Context: an optimization exercise on an open-source flow, tuned for small area, a short achievable clock period and few clock cycles per item. The choices shown serve that exercise and are no tape-out recipe. In this exercise RTL edits were held to simulation tests only and were not proved equivalent to the original. Power and IR drop assume default switching activity.

==> harbor <==
// earliest_free_server_dispatch
module earliest_free_server_dispatch #(
    parameter int MAX_SERVERS = 16
) (
    input  logic        i_clk,
    input  logic        i_rst_n,
    input  logic        i_valid,
    output logic        o_stall,
    input  logic [31:0] i_arrival_time,
    input  logic [15:0] i_service_time,
    output logic        o_valid,
    input  logic        i_stall,
    output logic [3:0]  o_server_index,
    output logic [31:0] o_start_time,
    output logic [31:0] o_wait_time,
    output logic        o_over_limit,
    output logic [31:0] o_over_total,
    input  logic        psel,
    input  logic        penable,
    input  logic        pwrite,
    input  logic [2:0]  paddr,
    input  logic [31:0] pwdata,
    output logic [31:0] prdata,
    output logic        pready
);
==> module earliest_free_server_dispatch, before the edit <==
module earliest_free_server_dispatch #(
    parameter int MAX_SERVERS = 16
) (
    input  logic        i_clk,
    input  logic        i_rst_n,
    input  logic        i_valid,
    output logic        o_stall,
    input  logic [31:0] i_arrival_time,
    input  logic [15:0] i_service_time,
    output logic        o_valid,
    input  logic        i_stall,
    output logic [3:0]  o_server_index,
    output logic [31:0] o_start_time,
    output logic [31:0] o_wait_time,
    output logic        o_over_limit,
    output logic [31:0] o_over_total,
    input  logic        psel,
    input  logic        penable,
    input  logic        pwrite,
    input  logic [2:0]  paddr,
    input  logic [31:0] pwdata,
    output logic [31:0] prdata,
    output logic        pready
);
    localparam int N = 16;
    efsd_pkg::t_cfg cfg;
    logic        r_in_full;
    logic [31:0] r_arrival;
    logic [15:0] r_service;
    logic [N-1:0] r_win;
    logic [31:0]  r_fb;
    logic         r_out_valid;
    logic [3:0]   r_out_index;
    logic [31:0]  r_out_start;
    logic [31:0]  r_out_wait;
    logic         r_out_over;
    logic [31:0]  r_total;
    logic         accept;
    logic         go;
    logic [N-1:0] act;
    logic [N-1:0] skip;
    logic [N-1:0] sel;
    logic         sel_hi;
    logic [31:0]  f2;
    logic [31:0]  diff;
    logic         late;
    logic [31:0]  sum_a;
    logic [31:0]  sum_f;
    logic [31:0]  start;
    logic [31:0]  wait_t;
    logic [31:0]  end_t;
    logic         over;
    logic         newb;
    logic         newb_lt;
    logic [3:0]   idx;
    efsd_cfg u_cfg (
        .i_clk   (i_clk),
        .i_rst_n (i_rst_n),
        .psel    (psel),
        .penable (penable),
        .pwrite  (pwrite),
        .paddr   (paddr),
        .pwdata  (pwdata),
        .prdata  (prdata),
        .pready  (pready),
        .o_cfg   (cfg),
        .o_act   (act)
    );
    assign skip = r_in_full ? r_win : '0;
    efsd_mem #(
        .DEPTH (N),
        .AW    (4)
    ) u_mem (
        .i_clk     (i_clk),
        .i_rst_n   (i_rst_n),
        .i_act     (act),
        .i_win     (r_win),
        .i_skip    (skip),
        .i_wr_en   (r_in_full),
        .i_wr_data (end_t),
        .i_wr_zero ((r_fb == 32'd0) && (r_arrival == 32'd0) && (r_service == 16'd0)),
        .o_sel     (sel),
        .o_rd_data (f2),
        .o_sel_hi  (sel_hi)
    );
    assign go      = r_in_full & (~r_out_valid | ~i_stall);
    assign o_stall = r_in_full & r_out_valid & i_stall;
    assign accept  = i_valid & ~o_stall;
    efsd_cmp u_cmp_late (
        .i_a   (r_fb),
        .i_b   (r_arrival),
        .i_tie (1'b0),
        .o_lt  (late)
    );
    efsd_sub u_sub (
        .i_a    (r_fb),
        .i_b    (r_arrival),
        .o_diff (diff)
    );
    efsd_add u_add_a (
        .i_a   (r_arrival),
        .i_b   (r_service),
        .o_sum (sum_a)
    );
    efsd_add u_add_f (
        .i_a   (r_fb),
        .i_b   (r_service),
        .o_sum (sum_f)
    );
    assign start  = late ? r_arrival : r_fb;
    assign wait_t = late ? 32'd0 : diff[31:0];
    assign end_t  = late ? sum_a : sum_f;
    assign over   = ~late & ((|diff[31:16]) | (diff[15:0] > cfg.wait_limit));
    efsd_cmp u_cmp_newb (
        .i_a   (end_t),
        .i_b   (f2),
        .i_tie (sel_hi),
        .o_lt  (newb_lt)
    );
    assign newb = ~act[1] | newb_lt;
    always_ff @(posedge i_clk) begin
        if (!r_in_full || (go && !newb)) begin
            r_win <= sel;
            r_fb  <= f2;
        end else if (go) begin
            r_fb <= end_t;
        end
    end
    always_comb begin
        idx = '0;
        for (int k = 0; k < N; k++) begin
            if (r_win[k]) begin
                idx = idx | 4'(k);
            end
        end
    end
    always_ff @(posedge i_clk) begin
        if (!i_rst_n) begin
            r_in_full <= 1'b0;
        end else begin
            r_in_full <= accept | (r_in_full & ~go);
        end
    end
    always_ff @(posedge i_clk) begin
        if (accept) begin
            r_arrival <= i_arrival_time;
            r_service <= i_service_time;
        end
    end
    always_ff @(posedge i_clk) begin
        if (!i_rst_n) begin
            r_total     <= '0;
            r_out_valid <= 1'b0;
        end else begin
            r_out_valid <= go | (r_out_valid & i_stall);
            if (go && over && (r_total != efsd_pkg::TimeMax)) begin
                r_total <= r_total + 32'd1;
            end
        end
    end
    always_ff @(posedge i_clk) begin
        if (go) begin
            r_out_index <= idx;
            r_out_start <= start;
            r_out_wait  <= wait_t;
            r_out_over  <= over;
        end
    end
    assign o_valid        = r_out_valid;
    assign o_server_index = r_out_index;
    assign o_start_time   = r_out_start;
    assign o_wait_time    = r_out_wait;
    assign o_over_limit   = r_out_over;
    assign o_over_total   = r_total;
endmodule
Settings: LEC_CHECK=0, CAP_MARGIN=20, CORE_MARGIN=2, CORE_UTILIZATION=50, SETUP_SLACK_MARGIN=3.5, SLEW_MARGIN=20, SYNTH_HIERARCHICAL=1, TNS_END_PERCENT=10; clock period 8.0 ns.
run.sh (not shown) runs the stock make flow with config.mk's settings and CLKGATE_MAP_FILE= SYNTH_SCRIPT=/design/flow/synth_recipe.tcl, a recipe that flattens the netlist after the stock synthesis.
==> nickel: changes against harbor <==
--- a/flow/design.v
+++ b/flow/design.v
@@ -214,6 +214,28 @@
 );
     assign o_diff = i_a - i_b;
 endmodule
+module efsd_cmp_fast (
+    input  logic [31:0] i_a,
+    input  logic [31:0] i_b,
+    input  logic        i_tie,
+    output logic        o_lt
+);
+    logic [7:0] lt;
+    logic [7:0] eq;
+    always_comb begin
+        for (int g = 0; g < 8; g++) begin
+            lt[g] = i_a[4*g +: 4] < i_b[4*g +: 4];
+            eq[g] = i_a[4*g +: 4] == i_b[4*g +: 4];
+        end
+        for (int w = 4; w >= 1; w = w / 2) begin
+            for (int i = 0; i < w; i++) begin
+                lt[i] = lt[2*i+1] | (eq[2*i+1] & lt[2*i]);
+                eq[i] = eq[2*i+1] & eq[2*i];
+            end
+        end
+    end
+    assign o_lt = lt[0] | (eq[0] & i_tie);
+endmodule
 module earliest_free_server_dispatch #(
     parameter int MAX_SERVERS = 16
 ) (
@@ -244,6 +266,8 @@
     logic [31:0] r_arrival;
     logic [15:0] r_service;
     logic [N-1:0] r_win;
+    logic [N-1:0] r_skip;    
+    logic [N-1:0] win_d;
     logic [31:0]  r_fb;
     logic         r_out_valid;
     logic [3:0]   r_out_index;
@@ -282,7 +306,7 @@
         .o_cfg   (cfg),
         .o_act   (act)
     );
-    assign skip = r_in_full ? r_win : '0;
+    assign skip = r_skip;
     efsd_mem #(
         .DEPTH (N),
         .AW    (4)
@@ -327,13 +351,23 @@
     assign wait_t = late ? 32'd0 : diff[31:0];
     assign end_t  = late ? sum_a : sum_f;
     assign over   = ~late & ((|diff[31:16]) | (diff[15:0] > cfg.wait_limit));
-    efsd_cmp u_cmp_newb (
+    efsd_cmp_fast u_cmp_newb (
         .i_a   (end_t),
         .i_b   (f2),
         .i_tie (sel_hi),
         .o_lt  (newb_lt)
     );
     assign newb = ~act[1] | newb_lt;
+    assign win_d = (!r_in_full || (go && !newb)) ? sel : r_win;
+    always_ff @(posedge i_clk) begin
+        if (!i_rst_n) begin
+            r_skip <= '0;
+        end else if (accept || (r_in_full && !go)) begin
+            r_skip <= win_d;
+        end else begin
+            r_skip <= '0;
+        end
+    end
     always_ff @(posedge i_clk) begin
         if (!r_in_full || (go && !newb)) begin
             r_win <= sel;
Settings changed: CTS_BUF_LIST set to sky130_fd_sc_hd__clkbuf_8, TNS_END_PERCENT 10 to 0.
==> summary.md <==
Timing would allow up to 168 MHz. The worst-case clock skew is 0.0494 ns, and the filler-free cell count of the finished design is 7,734. The sum of routed wire length over all layers was 245 mm.

By area the synthesized netlist is led by sky130_fd_sc_hd__edfxtp_1, sky130_fd_sc_hd__dfxtp_1, sky130_fd_sc_hd__maj3_1. The run finished with no timing, DRC or antenna violations. The reg-to-reg endpoint is r_fb[29].

Registers take 24,500 um^2. The tools report the initial antenna violation count as 10. Origin of the critical flop-to-flop path: r_in_full. The total routed wire length on the met1 layer is 91.5 mm. The transition time at the pin with the least slew margin came out at 1.12 ns.
the above is filed under harbor

==> summary.md <==
The number of flops mapped to enable cells by yosys was 661; the filler-free cell count of the finished design was 7,854. For the total routed wire length on the met1 layer, the log shows 96.5 mm. Across the routed clock network, the largest skew measured is 0.0528 ns. In this design, the largest share of critical-path delay is due to compound AO/OA/AOI/OAI gates. The origin of the critical flop-to-flop path is r_skip[8]. The initial antenna violation count is 17, and the portion of the layout cell area used by non-clock buffers is 0.0867. Counting the fill cells in the layout gives 9,277. Registers take 24,700 um^2.

After synthesis, the cell types taking the most area are sky130_fd_sc_hd__edfxtp_1, sky130_fd_sc_hd__dfxtp_1, sky130_fd_sc_hd__maj3_1. For the sequential group, total power comes out at 5.32 mW. The sum of routed wire length over all layers is 253 mm. The flow ran to the end and the layout has no timing, DRC or antenna violations. The transition time at the pin with the least slew margin works out to 1.23 ns. The highest clock rate was 177 MHz.
the above is filed under nickel

Testbench counts of harbor, summed over its fixed seeds: cycles 12,032, items 12,000.
Testbench counts of nickel, summed over its fixed seeds: cycles 12,032, items 12,000.

[static timing again, ports no longer ideal]
Ports are ideal in the flow. The routed layouts listed here were re-timed in OpenROAD.
Step 1 assumes that a clkbuf_16 drives the clock port and a buf_2 every other input.
Step 2 also shifts input and output timing later by t, the mid clock arrival at the registers, as if the neighbouring blocks saw the same clock.
Slacks: ideal ports / drivers / drivers and shift; pairs: ideal ports / drivers.
run	t (ns)	setup slack, ns	worst setup path at the end	latest minus earliest clock arrival (ns)	slew at the worst register clock pin (ns)
harbor	0.791	2.042 / 2.042 / 2.042	register to register	0.049 / 0.049	0.07 / 0.07
nickel	0.960	2.344 / 2.344 / 2.344	register to register	0.060 / 0.060	0.08 / 0.08
After both steps every run listed still meets setup and hold.
